This is an optimization exercise on Yosys and OpenROAD, whose aim is small area, a short achievable clock period and few clock cycles per item, not a production implementation.
RTL that was checked went through simulation tests only; none was proved equivalent to the original.
For run 2, only the layout was checked, not whether the RTL still works.
No activity file was given, so power comes from the tool's default toggle rates.

==> flow/design.v (outline; a module is shown in full before it is edited, if it fits) <==
// module csa_fa: 9 lines
// module binary_neuron: 911 lines
module binary_neuron (
    input  logic                    clk,
    input  logic                    reset,
    input  logic                    in_valid,
    output logic                    in_ready,
    input  logic [320:0]            in_req,
    output logic                    out_valid,
    input  logic                    out_ready,
    output logic [9:0]              out_sum
);
  // ...
==> flow/run.sh <==
#!/bin/bash
# synth_recipe.tcl (not shown) runs the flow's synth.tcl, then flattens the netlist and writes it again
# the make line also repeats each setting of config.mk as NAME=value (left out here)
make -C /OpenROAD-flow-scripts/flow DESIGN_CONFIG=/design/flow/config.mk WORK_HOME=/design/flow/orfs CLKGATE_MAP_FILE= SYNTH_SCRIPT=/design/flow/synth_recipe.tcl finish
==> flow/config.mk <==
export PLATFORM = sky130hd
export DESIGN_NAME = binary_neuron
export DESIGN_NICKNAME = binary_neuron
export VERILOG_FILES = /design/flow/design.v
export SDC_FILE = /design/flow/constraint.sdc
export NUM_CORES = 4
export LEC_CHECK = 0
export CAP_MARGIN = 20
export CORE_MARGIN = 2
export CORE_UTILIZATION = 40
export SLEW_MARGIN = 20
export SYNTH_HIERARCHICAL = 1
export SYNTH_MINIMUM_KEEP_SIZE = 0
==> flow/constraint.sdc <==
create_clock -name core_clock -period 6.0 [get_ports {clk}]
set_input_delay 1.2000 -clock core_clock [delete_from_list [all_inputs] [get_ports {clk}]]
set_output_delay 1.2000 -clock core_clock [all_outputs]
set_load 0.01 [all_outputs]
==> impl_metrics.py, run 1 <==
metrics = {
    "synth": {
        "yosysMostFrequentCell": "fa_1",
        "synthXorXnorAreaFrac": 0.134,
        "ys_warn_count": 7,
    },
    "timing": {
        "whs_ps": 449,
        "worstMarginPinSlew_ps": 838,
        "max-slew-margin-rel": 0.438,
        "tns_ps": 0,
        "fin_ws_ps": 2690,
    },
    "placement": {
        "place_inst": 1882,
    },
    "global_routing": {
        "grt_usage": 0.201,
        "grtUsageMet1": 0.246,
        "grt-ovfl-total": 0,
    },
    "cells_and_area": {
        "utilization": 0.545,
        "area_share_nonclk_buffers": 0.190,
        "drive_gt1_frac": 0.0292,
        "fill_cells": 2874,
        "multi_input_area_share": 0.502,
        "seq_cell_count": 189,
    },
    "die": {
        "die-area_mm2": 0.0346,
    },
    "pwr": {
        "pwr-share-comb": 0.608,
    },
    "routing": {
        "viasPerCell": 4.53,
        "wl_per_cell_um": 17.6,
    },
    "clock_network": {
        "clock_sinks": 189,
    },
    "setup_path": {
        "cpMostUsedCell": "inv_1",
        "r2r-end": "out_sum[7]",
    },
    "status": {
        "outcome": "no timing/DRC/antenna violations",
    },
}
Testbench counts, summed over its fixed seeds: cycles 3,224, items 3,200.
==> run 2, diff against run 1 <==
--- a/flow/design.v
+++ b/flow/design.v
@@ -715,208 +715,174 @@
     csa_fa u_s499 (.a(r2_c488), .b(r2_s497), .c(r2_c490), .s(s499), .co(c500));
     wire s501, c502;
     csa_fa u_s501 (.a(c492), .b(s499), .c(c494), .s(s501), .co(c502));
     wire s503 = ~(r2_c498 ^ c500);
     wire c504 = r2_c498 | c500;
     wire [9:0] row_a = {c504, s503, c496, s495, s481, s451, s391, r2_s271, r2_s157, r2_s63};
     wire [9:0] row_b = {1'b0, c502, s501, c482, 1'b0, 1'b0, 1'b0, 1'b0, r2_s159, 1'b0};
     wire [9:0] total = row_a + row_b;
-    logic [2:0] pending;         
-    logic        accept, pop;
-    assign in_ready = (pending != 3'd4);
-    assign accept   = in_valid && in_ready;
-    assign pop      = out_valid && out_ready;
-    always_ff @(posedge clk) begin
-        if (reset) begin
-            pending <= '0;
-        end else if (accept && !pop) begin
-            pending <= pending + 1'b1;
-        end else if (pop && !accept) begin
-            pending <= pending - 1'b1;
-        end
-    end
+    logic advance;
+    assign advance  = !out_valid || out_ready;
+    assign in_ready = advance;
     logic [2:1] stage_valid;
     always_ff @(posedge clk) begin
         if (reset) begin
             stage_valid <= '0;
-        end else begin
-            stage_valid <= {stage_valid[2:1], accept};
+        end else if (advance) begin
+            stage_valid <= {stage_valid, in_valid};
         end
     end
     always_ff @(posedge clk) begin
-        r1_s57 <= s57;
-        r1_s59 <= s59;
-        r1_s61 <= s61;
-        r1_s123 <= s123;
-        r1_s125 <= s125;
-        r1_s127 <= s127;
-        r1_s129 <= s129;
-        r1_s131 <= s131;
-        r1_s133 <= s133;
-        r1_s135 <= s135;
-        r1_c58 <= c58;
-        r1_c60 <= c60;
-        r1_c62 <= c62;
-        r1_s137 <= s137;
-        r1_s139 <= s139;
-        r1_s141 <= s141;
-        r1_s143 <= s143;
-        r1_s145 <= s145;
-        r1_s201 <= s201;
-        r1_s203 <= s203;
-        r1_s205 <= s205;
-        r1_s207 <= s207;
-        r1_s209 <= s209;
-        r1_s211 <= s211;
-        r1_s213 <= s213;
-        r1_s215 <= s215;
-        r1_s217 <= s217;
-        r1_c124 <= c124;
-        r1_c126 <= c126;
-        r1_c128 <= c128;
-        r1_c130 <= c130;
-        r1_c132 <= c132;
-        r1_c134 <= c134;
-        r1_c136 <= c136;
-        r1_c138 <= c138;
-        r1_c140 <= c140;
-        r1_c142 <= c142;
-        r1_c144 <= c144;
-        r1_c146 <= c146;
-        r1_s219 <= s219;
-        r1_s221 <= s221;
-        r1_s223 <= s223;
-        r1_s225 <= s225;
-        r1_s227 <= s227;
-        r1_s229 <= s229;
-        r1_s231 <= s231;
-        r1_s233 <= s233;
-        r1_s235 <= s235;
-        r1_c218 <= c218;
-        r1_c220 <= c220;
-        r1_c222 <= c222;
-        r1_c224 <= c224;
-        r1_c226 <= c226;
-        r1_c228 <= c228;
-        r1_c230 <= c230;
-        r1_c232 <= c232;
-        r1_c234 <= c234;
-        r1_c236 <= c236;
-        r1_s315 <= s315;
-        r1_s317 <= s317;
-        r1_s319 <= s319;
-        r1_s321 <= s321;
-        r1_s323 <= s323;
-        r1_s325 <= s325;
-        r1_s327 <= s327;
-        r1_s329 <= s329;
-        r1_s331 <= s331;
-        r1_s333 <= s333;
-        r1_s335 <= s335;
-        r1_s337 <= s337;
-        r1_s339 <= s339;
-        r1_s341 <= s341;
-        r1_s343 <= s343;
-        r1_s345 <= s345;
-        r1_s347 <= s347;
-        r1_c314 <= c314;
-        r1_c316 <= c316;
-        r1_c318 <= c318;
-        r1_c320 <= c320;
-        r1_c322 <= c322;
-        r1_c324 <= c324;
-        r1_c326 <= c326;
-        r1_c328 <= c328;
-        r1_c330 <= c330;
-        r1_c332 <= c332;
-        r1_c334 <= c334;
-        r1_c336 <= c336;
-        r1_c338 <= c338;
-        r1_c340 <= c340;
-        r1_c342 <= c342;
-        r1_s393 <= s393;
-        r1_s395 <= s395;
-        r1_s397 <= s397;
-        r1_s399 <= s399;
-        r1_s401 <= s401;
-        r1_s403 <= s403;
-        r1_s405 <= s405;
-        r1_c344 <= c344;
-        r1_c346 <= c346;
-        r1_c348 <= c348;
-        r1_c394 <= c394;
-        r1_c396 <= c396;
-        r1_c398 <= c398;
-        r1_c400 <= c400;
-        r1_c402 <= c402;
-        r1_c404 <= c404;
-        r1_c406 <= c406;
-    end
-    always_ff @(posedge clk) begin
-        r2_c272 <= c272;
-        r2_s387 <= s387;
-        r2_s389 <= s389;
-        r2_s439 <= s439;
-        r2_s441 <= s441;
-        r2_c388 <= c388;
-        r2_s443 <= s443;
-        r2_c390 <= c390;
-        r2_s445 <= s445;
-        r2_c442 <= c442;
-        r2_s469 <= s469;
-        r2_c444 <= c444;
-        r2_s471 <= s471;
-        r2_c446 <= c446;
-        r2_s473 <= s473;
-        r2_c472 <= c472;
-        r2_s487 <= s487;
-        r2_c474 <= c474;
-        r2_s489 <= s489;
-        r2_c488 <= c488;
-        r2_s497 <= s497;
-        r2_c490 <= c490;
-        r2_c498 <= c498;
-        r2_s63 <= s63;
-        r2_s157 <= s157;
-        r2_s271 <= s271;
-        r2_s159 <= s159;
-    end
-    logic [9:0]    q_data [0:2];
-    logic [1:0]  q_wr, q_rd;
-    logic [2:0]  q_count;
-    logic          q_empty;
-    logic          result;          
-    logic          head_load;       
-    logic          q_push, q_pull;
-    assign result    = stage_valid[2];
-    assign q_empty   = (q_count == '0);
-    assign head_load = !out_valid || out_ready;
-    assign q_pull    = head_load && !q_empty;
-    assign q_push    = result && !(head_load && q_empty);
-    always_ff @(posedge clk) begin
-        if (reset) begin
-            q_wr    <= '0;
-            q_rd    <= '0;
-            q_count <= '0;
-        end else begin
-            if (q_push) q_wr <= (q_wr == 2'd2) ? '0 : q_wr + 1'b1;
-            if (q_pull) q_rd <= (q_rd == 2'd2) ? '0 : q_rd + 1'b1;
-            if (q_push && !q_pull) q_count <= q_count + 1'b1;
-            else if (q_pull && !q_push) q_count <= q_count - 1'b1;
+        if (advance) begin
+            r1_s57 <= s57;
+            r1_s59 <= s59;
+            r1_s61 <= s61;
+            r1_s123 <= s123;
+            r1_s125 <= s125;
+            r1_s127 <= s127;
+            r1_s129 <= s129;
+            r1_s131 <= s131;
+            r1_s133 <= s133;
+            r1_s135 <= s135;
+            r1_c58 <= c58;
+            r1_c60 <= c60;
+            r1_c62 <= c62;
+            r1_s137 <= s137;
+            r1_s139 <= s139;
+            r1_s141 <= s141;
+            r1_s143 <= s143;
+            r1_s145 <= s145;
+            r1_s201 <= s201;
+            r1_s203 <= s203;
+            r1_s205 <= s205;
+            r1_s207 <= s207;
+            r1_s209 <= s209;
+            r1_s211 <= s211;
+            r1_s213 <= s213;
+            r1_s215 <= s215;
+            r1_s217 <= s217;
+            r1_c124 <= c124;
+            r1_c126 <= c126;
+            r1_c128 <= c128;
+            r1_c130 <= c130;
+            r1_c132 <= c132;
+            r1_c134 <= c134;
+            r1_c136 <= c136;
+            r1_c138 <= c138;
+            r1_c140 <= c140;
+            r1_c142 <= c142;
+            r1_c144 <= c144;
+            r1_c146 <= c146;
+            r1_s219 <= s219;
+            r1_s221 <= s221;
+            r1_s223 <= s223;
+            r1_s225 <= s225;
+            r1_s227 <= s227;
+            r1_s229 <= s229;
+            r1_s231 <= s231;
+            r1_s233 <= s233;
+            r1_s235 <= s235;
+            r1_c218 <= c218;
+            r1_c220 <= c220;
+            r1_c222 <= c222;
+            r1_c224 <= c224;
+            r1_c226 <= c226;
+            r1_c228 <= c228;
+            r1_c230 <= c230;
+            r1_c232 <= c232;
+            r1_c234 <= c234;
+            r1_c236 <= c236;
+            r1_s315 <= s315;
+            r1_s317 <= s317;
+            r1_s319 <= s319;
+            r1_s321 <= s321;
+            r1_s323 <= s323;
+            r1_s325 <= s325;
+            r1_s327 <= s327;
+            r1_s329 <= s329;
+            r1_s331 <= s331;
+            r1_s333 <= s333;
+            r1_s335 <= s335;
+            r1_s337 <= s337;
+            r1_s339 <= s339;
+            r1_s341 <= s341;
+            r1_s343 <= s343;
+            r1_s345 <= s345;
+            r1_s347 <= s347;
+            r1_c314 <= c314;
+            r1_c316 <= c316;
+            r1_c318 <= c318;
+            r1_c320 <= c320;
+            r1_c322 <= c322;
+            r1_c324 <= c324;
+            r1_c326 <= c326;
+            r1_c328 <= c328;
+            r1_c330 <= c330;
+            r1_c332 <= c332;
+            r1_c334 <= c334;
+            r1_c336 <= c336;
+            r1_c338 <= c338;
+            r1_c340 <= c340;
+            r1_c342 <= c342;
+            r1_s393 <= s393;
+            r1_s395 <= s395;
+            r1_s397 <= s397;
+            r1_s399 <= s399;
+            r1_s401 <= s401;
+            r1_s403 <= s403;
+            r1_s405 <= s405;
+            r1_c344 <= c344;
+            r1_c346 <= c346;
+            r1_c348 <= c348;
+            r1_c394 <= c394;
+            r1_c396 <= c396;
+            r1_c398 <= c398;
+            r1_c400 <= c400;
+            r1_c402 <= c402;
+            r1_c404 <= c404;
+            r1_c406 <= c406;
         end
     end
     always_ff @(posedge clk) begin
-        if (q_push) q_data[q_wr] <= total;
+        if (advance) begin
+            r2_c272 <= c272;
+            r2_s387 <= s387;
+            r2_s389 <= s389;
+            r2_s439 <= s439;
+            r2_s441 <= s441;
+            r2_c388 <= c388;
+            r2_s443 <= s443;
+            r2_c390 <= c390;
+            r2_s445 <= s445;
+            r2_c442 <= c442;
+            r2_s469 <= s469;
+            r2_c444 <= c444;
+            r2_s471 <= s471;
+            r2_c446 <= c446;
+            r2_s473 <= s473;
+            r2_c472 <= c472;
+            r2_s487 <= s487;
+            r2_c474 <= c474;
+            r2_s489 <= s489;
+            r2_c488 <= c488;
+            r2_s497 <= s497;
+            r2_c490 <= c490;
+            r2_c498 <= c498;
+            r2_s63 <= s63;
+            r2_s157 <= s157;
+            r2_s271 <= s271;
+            r2_s159 <= s159;
+        end
     end
     always_ff @(posedge clk) begin
         if (reset) begin
             out_valid <= 1'b0;
-        end else if (head_load) begin
-            out_valid <= !q_empty || result;
+        end else if (advance) begin
+            out_valid <= stage_valid[2];
         end
     end
     always_ff @(posedge clk) begin
-        if (head_load) begin
-            out_sum <= q_empty ? total : q_data[q_rd];
+        if (advance) begin
+            out_sum <= total;
         end
     end
 endmodule
==> impl_metrics.py, run 2 <==
metrics = {
    "setup_path": {
        "crit_chain": "clkdlybuf4s50_1, nand2b_4, clkdlybuf4s50_1",
        "cp-end-kind": "output pin",
        "slowest_delay_ps": 540,
        "rr_worst_depth": 5,
        "slowest_stage": "clkdlybuf4s50_1",
        "cp_num_buf_inv": 2,
        "cp.depth": 3,
        "critPathRequiredTime_ps": 4800,
        "r2r-end": "r2_s489",
        "cpMostUsedCell": "clkdlybuf4s50_1",
        "crit_family": "buffers and inverters",
        "endpoint": "in_ready",
        "worstPathMaxFanout": 2,
        "rrSetupSlack_ps": 3010,
        "start_kind": "input port",
        "crit_type": "input port to output pin",
        "r2r_start": "r1_c130",
        "critical_path.startpoint": "out_ready",
        "arrival_ps": 2310,
    },
    "die": {
        "num_rows": 65,
        "die_h_um": 183,
        "placeableCoreArea_mm2": 0.0316,
        "die_w_um": 183,
        "initial_core_util": 0.407,
        "die-area_mm2": 0.0335,
        "num_io_pins": 337,
    },
    "placement": {
        "port_buffers": 336,
        "dp_hpwl_um": 28600,
        "place_inst": 1709,
        "gp_congestion": 0.834,
    },
    "clock_network": {
        "cts-root-buf": "clkbuf_16",
        "cts_setup_buffers": 0,
        "cts.repair.resized": 0,
        "cts_tree": "yes",
        "clock_path_buffers": 2,
        "postCtsHoldBufs": 0,
        "clkTransAtPathRegs_ps": 60,
        "clock_sinks": 147,
        "htreeDepth": 4,
        "clk_latency_ps": 420,
        "numCtsBuffers": 17,
    },
    "synth": {
        "yosysTopAreaCellShare": 0.379,
        "yosysMostFrequentCell": "fa_1",
        "synth.distinct_cells": 24,
        "netlist_instances": 969,
        "synth_edf_count": 144,
        "yosys.area_share.simple": 0.118,
        "synthXorXnorAreaFrac": 0.135,
        "synth_top_family_by_area": "adder cells",
        "synthMuxAreaShare": 0.00156,
        "synth_common_cells": "fa_1 (243), nor2_1 (195), edfxtp_1 (144)",
        "synth_top_flop_cell": "edfxtp_1",
        "syn_area_mm2": 0.0128,
        "yosys.area.top_type": "fa_1",
        "ys_seq_area_frac": 0.341,
        "synthAdderAreaFrac": 0.393,
        "ys_ff_latch": 147,
        "synthTopCellsByArea": "fa_1 (38%), edfxtp_1 (34%), xnor2_1 (8.9%), nor2_1 (5.7%), xor2_1 (4.6%)",
        "synth_area_per_cell_um2": 13.2,
        "synth-compound-area-share": 0.00331,
        "syn_nets": 1551,
        "ys_warn_count": 7,
        "async_reset_ff_frac": 0,
    },
    "timing": {
        "grt_setup_unrepaired": "no",
        "setup_viol": 0,
        "period_share": 0.585,
        "finClkSkew_ps": 6.96,
        "hold_viol_final": 0,
        "whs_ps": 437,
        "tns_ps": 0,
        "period_minus_slack_ps": 3510,
        "worstMarginPinSlew_ps": 1010,
        "max-slew-margin-rel": 0.326,
        "slew_viol_final": 0,
        "max_freq_mhz": 285,
    },
    "global_routing": {
        "grt_max_degree": 81,
        "grt_usage": 0.200,
        "grt-ovfl-total": 0,
        "grt_pass1_vias": 8923,
        "antenna_found_initial": 1,
        "grt_pass1_wl_um": 49300,
    },
    "pwr": {
        "p_leak_nw": 6.36,
        "p_per_area_mw_per_mm2": 517,
        "ir_drop_mv": 0.488,
    },
    "cells_and_area": {
        "final_nets": 1908,
        "top_register": "out_sum",
        "drive_gt1_frac": 0.0232,
        "antennaDiodeCount": 0,
        "area_growth_syn_to_layout_pct": 34.7,
        "layout_common_cells": "clkdlybuf4s50_1 (336), fa_1 (243), nor2_1 (195)",
        "stdcell_count": 1739,
        "largestRegisters": "out_sum x10, stage_valid x2",
        "fill_cells": 2712,
        "largest_reg_flops": 10,
        "layout_commonest_cell": "clkdlybuf4s50_1",
    },
    "routing": {
        "drc": 0,
        "wl_per_cell_um": 18.5,
        "vias": 8094,
        "wirelength_um": 32100,
        "drt_iter0_drc": 317,
        "ant_nets": 0,
        "drtPass1Iterations": 4,
        "viasPerCell": 4.65,
    },
    "status": {
        "outcome": "no timing/DRC/antenna violations",
    },
    "flow_run": {
        "cap_violations": 0,
    },
    "worst_hold_path": {
        "hold_class": "register to register",
    },
}
run 2: changes by cell type after synthesis, sizes merged, moves of 4 or more:
cell	previous run	this run
dfxtp	149	3
a21oi	8	2
o21ai	14	1
inv	32	26
mux2i	14	2
nor2	204	195
mux2	4	0
edfxtp	40	144
nand2	27	1
run 2: per-layer routing:
layer | global-route usage | vias to the layer above | routed length (µm)
met1 | 0.266 | 3971 | 13600
li1 | - | 3874 | -
met3 | 0.0359 | 9 | 1730
met4 | 0.0211 | 0 | 123
met5 | 0 | - | 0
met2 | 0.353 | 240 | 16700
run 2: report_power, final:
group	total, W	switching (W)	internal [W]
Sequential	0.00258	0.000321	0.00226
Clock	0.00105	0.000400	0.000645
Combinational	0.00532	0.00271	0.00261
run 2: Yosys stat by module (local to each module, per instance):
module         flip-flops and latches  times used  cells  cell area, µm²
csa_fa                              0         243      1            20.0
binary_neuron                     147           1    726            7970
run 2: cell families after synthesis:
logic type               Yosys count
AND/OR/NAND/NOR                  333
adder cells (fa/ha/maj)          257
AO/OA/AOI/OAI                      6
XOR/XNOR                         198
flip-flops                       147
buffers and inverters             26
multiplexers                       2
run 2: worst min path at each step:
stage	start	slack [ps]	endpoint	cells after the start
global placement	r2_s63	410	out_sum[0]	0
finish	r2_s63	440	out_sum[0]	0
CTS	r2_s63	440	out_sum[0]	0
detailed placement	r2_s63	420	out_sum[0]	0
global route	r2_s63	470	out_sum[0]	0
floorplan	r2_s63	400	out_sum[0]	0
run 2: layout make-up:
class                      instances  area [µm²]  area share
multi-input combinational        796        8360       0.484
sequential                       147        4380       0.253
timing repair buffer             338        3380       0.195
tap                              402         503      0.0291
clock buffer                      19         433      0.0250
clock inverter                    11         138     0.00796
inverter                          26        97.6     0.00564
run 2: per-stage QoR:
step	cell area, µm²	setup slack, ps	total power [W]	util
2_1_floorplan	12800	1670	0.00601	-
3_3_place_gp	16700	2190	0.00787	0.530
3_5_place_dp	16700	2190	0.00799	0.530
4_1_cts	17300	2470	0.00908	0.548
5_1_grt	17300	2460	0.00992	0.548
6_report	17300	2490	0.00894	0.548

[separate check: timing with driven ports]
In the flow no input, the clock included, has a driving cell. The finished layouts below were timed again as built, in two steps. Step 1, drivers: a clkbuf_16 drives clk and a buf_2 each remaining input, both assumed. Step 2, shift: input delay + t, output delay - t, t = (earliest + latest rising clock arrival at the registers) / 2. This alone moves slack from input paths to output paths. Three values: ideal, step 1, step 2; two values: the first two.
run	t (ns)	slack for setup (ns)	worst setup path at the end	worst slew at a driven data input, ns
run 1	0.466	2.690 / 2.707 / 2.241	input to register	0.07
run 2	0.453	2.487 / 2.455 / 2.187	input to register	0.06
After both steps every run listed still meets setup and hold. For run 1, which loses most, drivers alone change the setup slack by +0.017 ns; drivers and shift together by -0.449 ns.
